From an optimization exercise on the open Yosys and OpenROAD flow, aimed at small area, a short achievable clock period and few clock cycles per item; shortcuts taken in it are not production practice. Power is estimated from default activity; no workload was simulated.

==> job 3144: inputs <==
## uniform_grid_derivative
module uniform_grid_derivative
(
    input  wire logic                       i_clk,
    input  wire logic                       i_rst_n,
    input  wire logic                       i_cfg_wr_en,
    input  wire logic [ugd_pkg::TOL_W-1:0]           i_cfg_wr_data,
    input  wire logic                       i_in_valid,
    output logic                            o_in_ready,
    input  wire logic signed [ugd_pkg::SAMPLE_W-1:0] i_voltage_sample,
    input  wire logic signed [ugd_pkg::SAMPLE_W-1:0] i_current_sample,
    input  wire logic                       i_sequence_end,
    output logic                            o_out_valid,
    input  wire logic                       i_out_ready,
    output logic signed [ugd_pkg::SAMPLE_W-1:0]      o_derivative,
    output logic [ugd_pkg::ERR_W-1:0]                o_error_code,
    output logic                            o_run_last
);
clock: 7.0 ns
lec_check: 0
cap_margin: 20
core_margin: 2
core_utilization: 60
setup_slack_margin: 1.5
slew_margin: 20
synth_hierarchical: 1
run.sh (not shown) runs the stock make flow with config.mk's settings and CLKGATE_MAP_FILE= SYNTH_SCRIPT=/design/flow/synth_recipe.tcl, a recipe that flattens the netlist after the stock synthesis.
==> job 158 (differences from job 3144) <==
--- a/flow/design.v
+++ b/flow/design.v
@@ -108,64 +108,62 @@
     } t_act;
     logic [NS-1:0] r_st, n_st;
     t_act   r_act, n_act;
     logic   r_ready, n_ready;
     logic [TOL_W-1:0]   r_tol;
     logic signed [33:0] r_e, n_e;           
     logic signed [32:0] r_h, n_h;           
-    logic [W-1:0]       r_t, n_t;           
     logic signed [31:0] r_i1, n_i1, r_i0, n_i0;
     logic [1:0]         r_pts, n_pts;
     logic               r_brk, n_brk;
     logic               r_pc, n_pc, r_pl, n_pl;
     logic signed [W-1:0] r_rem, n_rem;
     logic [31:0]         r_q, n_q;
     logic [3:0]          r_cnt, n_cnt;
     logic                r_sub, n_sub;
     logic                r_ex, n_ex, r_gneg, n_gneg, r_dn, n_dn, r_jlast, n_jlast;
     logic                r_conv, n_conv, r_sat, n_sat;
+    logic                r_lead, n_lead;
     logic                r_out_valid, n_out_valid;
     logic [1:0]          r_out_err, n_out_err;
     logic                r_out_last, n_out_last;
     logic signed [W-1:0] pa_x, pa_y, pa, pa_top;
     localparam int K_XV = 0;
     localparam int K_XC = 1;
     localparam int K_XI0 = 2;
     localparam int K_XR = 3;
-    localparam int K_XR2 = 4;
-    localparam int K_XE = 5;
-    localparam int K_YE = 6;
-    localparam int K_YH = 7;
-    localparam int K_YI0 = 8;
-    localparam int K_YI1 = 9;
-    localparam int K_Y4R = 10;
-    localparam int K_Y4RN = 18;
-    localparam int K_INV = 11;
-    localparam int K_RPA = 12;
-    localparam int K_RTOP = 13;
-    localparam int K_RT2 = 14;
-    localparam int K_QLD = 15;
-    localparam int K_QSH = 16;
-    localparam int K_EWR = 17;
-    localparam int NK = 19;
+    localparam int K_XE = 4;
+    localparam int K_YE = 5;
+    localparam int K_YH = 6;
+    localparam int K_YI0 = 7;
+    localparam int K_YI1 = 8;
+    localparam int K_Y4R = 9;
+    localparam int K_INV = 10;
+    localparam int K_RPA = 11;
+    localparam int K_RTOP = 12;
+    localparam int K_RT2 = 13;
+    localparam int K_QLD = 14;
+    localparam int K_QSH = 15;
+    localparam int K_EWR = 16;
+    localparam int K_Y4RN = 17;
+    localparam int NK = 18;
     logic [NK-1:0] r_sel, n_sel;
-    logic xv, xc, xi0, xr, xr2, xe, ye, yh, yi0, yi1, y4r, y4rn, pa_inv;
+    logic xv, xc, xi0, xr, xe, ye, yh, yi0, yi1, y4r, y4rn, pa_inv;
     function automatic logic [NK-1:0] sel_of(input logic [NS-1:0] st);
         sel_of = '0;
         sel_of[K_XV]  = st[S_A] | st[S_ACC0] | st[S_ACC1] | st[S_D0V];
         sel_of[K_XC]  = st[S_B3] | st[S_F2] | st[S_CVA] | st[S_D0C];
         sel_of[K_XI0] = st[S_B2];
         sel_of[K_XR]  = st[S_F3] | st[S_L3] | st[S_LCR];
-        sel_of[K_XR2] = st[S_B1];
         sel_of[K_XE]  = st[S_LCE] | st[S_L1] | st[S_L2];
         sel_of[K_YE]  = st[S_A];
         sel_of[K_YH]  = st[S_ACC1] | st[S_D0V];
         sel_of[K_YI0] = st[S_B3] | st[S_F3] | st[S_CVA] | st[S_LCE] | st[S_L3];
         sel_of[K_YI1] = st[S_B2] | st[S_L1];
-        sel_of[K_Y4R] = st[S_F2] | st[S_B1];
+        sel_of[K_Y4R] = st[S_F2];
         sel_of[K_Y4RN] = st[S_L2];
         sel_of[K_INV] = st[S_A] | st[S_B2] | st[S_B3] | st[S_F3] | st[S_CVA] | st[S_LCE]
               | st[S_L1] | st[S_L2] | st[S_L3];
         sel_of[K_RPA]  = st[S_A] | st[S_B2] | st[S_F2] | st[S_CVA] | st[S_L1] | st[S_L2];
         sel_of[K_RTOP] = st[S_B3] | st[S_F3] | st[S_LCR] | st[S_LCE] | st[S_L3];
         sel_of[K_RT2]  = st[S_D0V] | st[S_D0C] | st[S_D0] | st[S_DIV];
         sel_of[K_QLD]  = st[S_B3] | st[S_F3] | st[S_LCR] | st[S_LCE] | st[S_L3];
@@ -173,51 +171,76 @@
         sel_of[K_EWR]  = st[S_ACC0] | st[S_ACC1] | st[S_D0V] | st[S_D0C];
     endfunction
     always_comb begin
         xv  = r_sel[K_XV];
         xc  = r_sel[K_XC];
         xi0 = r_sel[K_XI0];
         xr  = r_sel[K_XR];
-        xr2 = r_sel[K_XR2];
         xe  = r_sel[K_XE];
         ye  = r_sel[K_YE];
         yh  = r_sel[K_YH];
         yi0 = r_sel[K_YI0];
         yi1 = r_sel[K_YI1];
         y4r = r_sel[K_Y4R];
         y4rn = r_sel[K_Y4RN];
         pa_inv = r_sel[K_INV];
         pa_x = ({W{xv}}  & W'(i_voltage_sample))
              | ({W{xc}}  & W'(i_current_sample))
              | ({W{xi0}} & W'(r_i0))
              | ({W{xr}}  & r_rem)
-             | ({W{xr2}} & (r_rem <<< 1))
              | ({W{xe}}  & W'(r_e));
         pa_y = ({W{ye}}   & ~(W'(r_e)))
              | ({W{yh}}   & W'(r_h))
              | ({W{yi0}}  & ~(W'(r_i0)))
              | ({W{yi1}}  & ~(W'(r_i1)))
              | ({W{y4r}}  & (r_rem <<< 2))
              | ({W{y4rn}} & ~(r_rem <<< 2));
     end
     ugd_add #(.N(W)) u_pa (.a(pa_x), .b(pa_y), .ci(pa_inv), .s(pa));
     assign pa_top = W'(signed'(pa[W-1:16]));
-    logic [W-1:0] dvs, dx, d3x, t1, ta, tb, t2;
+    logic [W-1:0] dvs, dx, d2x, cs_s, cs_c, t1, ta, tb, t2;
+    logic [W-1:0] base2;
     logic         sub2, qb1, qb2, rem_zero, t_zero;
+    assign base2 = {r_rem[W-3:0], r_q[31], r_q[30]};
     assign dvs  = W'(signed'({r_h, 1'b0}));
     assign dx   = dvs ^ {W{r_sub}};
-    assign d3x  = r_t ^ {W{r_sub}};
+    assign d2x  = (dvs << 1) ^ {W{r_sub}};
+    always_comb begin
+        for (int i = 0; i < W; i++) begin
+            cs_s[i] = base2[i] ^ dx[i] ^ d2x[i];
+            if (i > 0) cs_c[i] = (base2[i-1] & dx[i-1]) | (base2[i-1] & d2x[i-1]) | (dx[i-1] & d2x[i-1]);
+        end
+        cs_c[0] = r_sub;
+    end
     ugd_add #(.N(W)) u_t1 (.a({r_rem[W-2:0], r_q[31]}),          .b(dx),  .ci(r_sub), .s(t1));
-    ugd_add #(.N(W)) u_ta (.a({r_rem[W-3:0], r_q[31], r_q[30]}), .b(dx),  .ci(r_sub), .s(ta));
-    ugd_add #(.N(W)) u_tb (.a({r_rem[W-3:0], r_q[31], r_q[30]}), .b(d3x), .ci(r_sub), .s(tb));
+    ugd_add #(.N(W)) u_ta (.a(base2), .b(dx),  .ci(r_sub), .s(ta));
+    ugd_add #(.N(W)) u_tb (.a(cs_s), .b(cs_c), .ci(r_sub), .s(tb));
     assign sub2 = (t1[W-1] == r_h[32]);
-    assign t2   = (sub2 == r_sub) ? tb : ta;
+    logic t2b;                               
+    assign t2b  = (sub2 == r_sub);
+    assign t2   = t2b ? tb : ta;
     assign qb1  = ~(t1[W-1] ^ r_dn);
     assign qb2  = ~(t2[W-1] ^ r_dn);
     assign rem_zero = (r_rem == '0);
+    logic [W-1:0] dvm, dsm, skmask, base;
+    logic [9:0]   nz, nsm;
+    logic [35:0]  dvp;
+    logic         skip_ok;
+    assign dvm  = dvs ^ {W{r_h[32]}};
+    assign dvp  = {1'b0, dvm};
+    always_comb begin
+        for (int k = 0; k < 9; k++) nz[k] = |dvp[4*k +: 4];
+        nz[9] = 1'b0;
+        nsm = nz;
+        for (int k = 1; k < 16; k = k * 2) nsm = nsm | (nsm >> k);
+        for (int i = 0; i < W; i++) dsm[i] = nsm[i / 4 + 1];
+    end
+    assign skmask  = ~(dsm >> 10);           
+    assign skip_ok = r_lead && dsm[10] && (((r_rem ^ {W{r_rem[W-1]}}) & skmask) == '0);
+    assign base    = {r_rem[W-9:0], r_q[31:24]};
     assign t_zero   = (t1 == '0);
     logic        exact, qneg, corr;
     logic [32:0] r33;
     logic [31:0] res;
     assign exact = r_ex || rem_zero;
     assign qneg  = r_gneg ^ r_dn;
     assign corr  = r_dn ^ (r_gneg & ~exact);
@@ -229,24 +252,24 @@
     end
     logic        hi_same, too_far, out_free;
     logic [15:0] dmag;
     assign hi_same  = (r_rem[W-1:16] == '0) || (r_rem[W-1:16] == '1);
     assign dmag     = r_rem[15:0] ^ {16{r_rem[W-1]}};
     assign too_far  = !hi_same || (r_rem[W-1] ? (dmag >= r_tol) : (dmag > r_tol));
     assign out_free = !r_out_valid || i_out_ready;
-    logic d0, dlast, dexit, sat0, load, emit;
+    logic d0, dlast, dexit, sat0, load, emit, skip;
+    logic rs_t2, rs_base, rs_pa, rs_top, qs_sh, qs_sk, qs_cv, qs_ld;
     logic [1:0] emit_code;
     logic load_sig;
     always_comb begin
         n_st        = '0;
         n_act       = r_act;
         n_ready     = 1'b0;
         n_e         = r_e;
         n_h         = r_h;
-        n_t         = r_t;
         n_i1        = r_i1;
         n_i0        = r_i0;
         n_pts       = r_pts;
         n_brk       = r_brk;
         n_pc        = r_pc;
         n_pl        = r_pl;
         n_rem       = r_rem;
@@ -255,14 +278,15 @@
         n_sub       = r_sub;
         n_ex        = r_ex;
         n_gneg      = r_gneg;
         n_dn        = r_dn;
         n_jlast     = r_jlast;
         n_conv      = 1'b0;
         n_sat       = r_sat;
+        n_lead      = r_lead;
         n_out_valid = r_out_valid && !i_out_ready;
         n_out_err   = r_out_err;
         n_out_last  = r_out_last;
         emit        = 1'b0;
         emit_code   = 2'd0;
         load        = 1'b0;
         load_sig    = 1'b0;
@@ -304,15 +328,14 @@
         if (r_st[S_B0]) begin
             if (out_free) begin
                 emit = 1'b1; emit_code = ERR_FEW;
                 n_act = ACT_CLEAR; n_ready = 1'b1; n_st[S_ACCN] = 1'b1;
             end else n_st[S_A] = 1'b1;
         end
         if (r_st[S_B1]) begin
-            n_t = pa;                                        
             if (i_sequence_end || rem_zero) begin
                 if (out_free) begin
                     emit = 1'b1; emit_code = i_sequence_end ? ERR_FEW : ERR_ZERO;
                     n_act = i_sequence_end ? ACT_CLEAR : ACT_BREAK;
                     n_ready = 1'b1; n_st[S_ACCN] = 1'b1;
                 end else n_st[S_A] = 1'b1;
             end else begin
@@ -374,50 +397,61 @@
         end
         if (r_st[S_L3]) begin
             if (out_free) begin
                 load = 1'b1; load_sig = 1'b1;                
                 n_pl = 1'b0; n_st[S_D0] = 1'b1;
             end else n_st[S_L3] = 1'b1;
         end
+        if (load || r_st[S_B3]) n_lead = 1'b1;
         if (load) begin
             n_gneg  = pa[W-1];
             n_dn    = r_h[32] ^ load_sig;
             n_ex    = 1'b0;
             n_cnt   = 4'd0;
             n_jlast = r_st[S_L3];
         end
         d0    = r_st[S_D0V] | r_st[S_D0C] | r_st[S_D0];
+        skip  = r_sel[K_RT2] && skip_ok;
         sat0  = qb1 ^ r_gneg ^ r_dn;                         
-        dlast = r_st[S_DIV] && r_cnt == 4'd15;
-        dexit = dlast || (d0 && sat0);
+        dlast = skip ? (r_cnt >= 4'd12) : (r_st[S_DIV] && r_cnt == 4'd15);
+        dexit = dlast || (d0 && sat0 && !skip);
         if (d0 | r_st[S_DIV]) begin
-            n_ex  = (((r_ex || rem_zero) && !r_q[31]) || t_zero) && !r_q[30];
-            n_cnt = r_cnt + 4'd1;
-            if (d0) n_sat = sat0;
+            if (skip) n_ex = (r_ex || rem_zero) && (r_q[31:24] == 8'd0);
+            else      n_ex = (((r_ex || rem_zero) && !r_q[31]) || t_zero) && !r_q[30];
+            n_cnt  = r_cnt + (skip ? 4'd4 : 4'd1);
+            n_lead = skip;
+            if (d0) n_sat = sat0 && !skip;
             if (dexit) begin
                 n_conv = 1'b1;
                 case ({r_pc, r_pl})
                     2'b11:   n_st[S_CVB] = 1'b1;
                     2'b10:   n_st[S_CVA] = 1'b1;
                     2'b01:   n_st[S_L1]  = 1'b1;
                     default: n_st[S_A]   = 1'b1;
                 endcase
             end else begin
                 n_st[S_DIV] = 1'b1;
             end
         end
-        if (r_sel[K_RPA])                          n_rem = pa;
-        else if (r_sel[K_RTOP] && (out_free || r_st[S_B3])) n_rem = pa_top;
-        else if (r_sel[K_RT2])                     n_rem = t2;
-        if (r_conv)                             n_q = res;
-        else if (r_sel[K_QSH])                     n_q = {r_q[29:0], qb1, qb2};
-        else if (out_free && (r_sel[K_QLD] || emit))
-            n_q = {pa[15:0], 16'd0} & {32{r_sel[K_QLD] && !(r_st[S_B3] && too_far)}};
+        rs_t2   = r_sel[K_RT2] && !skip;
+        rs_base = skip;
+        rs_pa   = r_sel[K_RPA];
+        rs_top  = r_sel[K_RTOP] && (out_free || r_st[S_B3]);
+        if (rs_t2 || rs_base || rs_pa || rs_top)
+            n_rem = ({W{rs_t2 && t2b}} & tb) | ({W{rs_t2 && !t2b}} & ta)
+                  | ({W{rs_base}} & base) | ({W{rs_pa}} & pa) | ({W{rs_top}} & pa_top);
+        qs_sh   = r_sel[K_QSH] && !skip;
+        qs_sk   = skip;
+        qs_cv   = r_conv;
+        qs_ld   = out_free && r_sel[K_QLD] && !(r_st[S_B3] && too_far);
+        if (qs_sh || qs_sk || qs_cv || qs_ld || (out_free && emit))
+            n_q = ({32{qs_sh}} & {r_q[29:0], qb1, qb2}) | ({32{qs_sk}} & {r_q[23:0], {8{qneg}}})
+                | ({32{qs_cv}} & res) | ({32{qs_ld}} & {pa[15:0], 16'd0});
         n_sel = sel_of(n_st);
-        n_sub = (r_sel[K_RTOP] ? pa[W-1] : t2[W-1]) == r_h[32];
+        n_sub = ((rs_t2 & t2[W-1]) | (skip & base[W-1]) | (r_sel[K_RTOP] & pa[W-1])) == r_h[32];
         if (emit) begin
             n_out_valid = 1'b1;
             n_out_err   = emit_code;
             n_out_last  = 1'b1;
         end
         if (r_conv) begin
             n_out_valid = 1'b1;
@@ -452,26 +486,26 @@
             r_out_valid <= n_out_valid;
         end
     end
     always_ff @(posedge i_clk) begin
         r_act      <= n_act;
         r_e        <= n_e;
         r_h        <= n_h;
-        r_t        <= n_t;
         r_i1       <= n_i1;
         r_i0       <= n_i0;
         r_rem      <= n_rem;
         r_q        <= n_q;
         r_cnt      <= n_cnt;
         r_sub      <= n_sub;
         r_ex       <= n_ex;
         r_gneg     <= n_gneg;
         r_dn       <= n_dn;
         r_jlast    <= n_jlast;
         r_sat      <= n_sat;
+        r_lead     <= n_lead;
         r_out_err  <= n_out_err;
         r_out_last <= n_out_last;
     end
     assign o_in_ready   = r_ready;
     assign o_out_valid  = r_out_valid;
     assign o_derivative = r_q;
     assign o_error_code = r_out_err;
PLACE_DENSITY = 0.75   (was default)
SETUP_SLACK_MARGIN = 2.5   (was 1.5)
==> job 3230 (differences from job 3144) <==
SETUP_SLACK_MARGIN = 2.5   (was 1.5)
TNS_END_PERCENT = 10   (was default)
==> reports/results.tsv <==
metric	value	unit
Clk pwr share	0.154	
largest net degree at the start of global routing	56	
outcome	timing/DRC/antenna clean	
initial antenna violation count	0	
DIE AREA	38170	um^2
P&R area growth vs syn	14.80	%
routed vias/inst	6.740	
top cells by area, synth	edfxtp_1 33%, ha_1 8.7%, dfxtp_1 5.8%	
the above is filed under job 3144

==> reports/results.tsv <==
metric	value	unit
Clk pwr share	0.196	
largest net degree at the start of global routing	41	
worst r2r src	r_rem[6]	
DIE AREA	37460	um^2
Non-clk bufs	263	
routed vias/inst	6.905	
top cells by area, synth	edfxtp_1 29%, ha_1 9.0%, dfxtp_1 5.9%	
initial antenna violation count	1	
number of remaining DRC errors	0	
P&R area growth vs syn	23.39	%
detailed-router iteration count before antenna repair	9	
cell internal pwr	4.988	mW
outcome	timing/DRC/antenna clean	
Worst Hold Launch	r_i1[4]	
Iter 0 DRT Violations	2535	
the above is filed under job 158

==> reports/results.tsv <==
metric	value	unit
outcome	timing/DRC/antenna clean	
Final Max Tran Viols	0	
setup TNS	0	ns
routed vias/inst	6.763	
largest net degree at the start of global routing	56	
# diodes	1	
met2 routed WL	34690	um
Global Route Usage Sum	0.3981	
top cells by area, synth	edfxtp_1 33%, ha_1 8.7%, dfxtp_1 5.8%	
DIE AREA	38170	um^2
Clk pwr share	0.149	
the above is filed under job 3230

No run of this note included a check of the RTL's function; only the layout flow was run.

## port drivers added, routing unchanged
Ports are ideal in the flow. The routed layouts listed here were re-timed in OpenROAD. Step 1, drivers: a clkbuf_16 drives i_clk and a buf_2 each remaining input, both assumed. Step 2, shift: input delay + t, output delay - t, t = (earliest + latest rising clock arrival at the registers) / 2. This alone moves slack from input paths to output paths. Three values: ideal ports, drivers, drivers and shift; two values: the first two.
run	t (ns)	slack for setup (ns)	hold slack, ns
job 3144	0.629	1.611 / 1.611 / 1.133	0.449 / 0.449 / 0.449
job 158	0.643	2.343 / 2.343 / 1.902	0.448 / 0.448 / 0.448
job 3230	0.619	2.345 / 2.345 / 1.807	0.446 / 0.446 / 0.446
After both steps every run listed still meets setup and hold. For job 3230, which loses most, drivers alone change the setup slack by 0.000 ns; drivers and shift together by -0.538 ns.
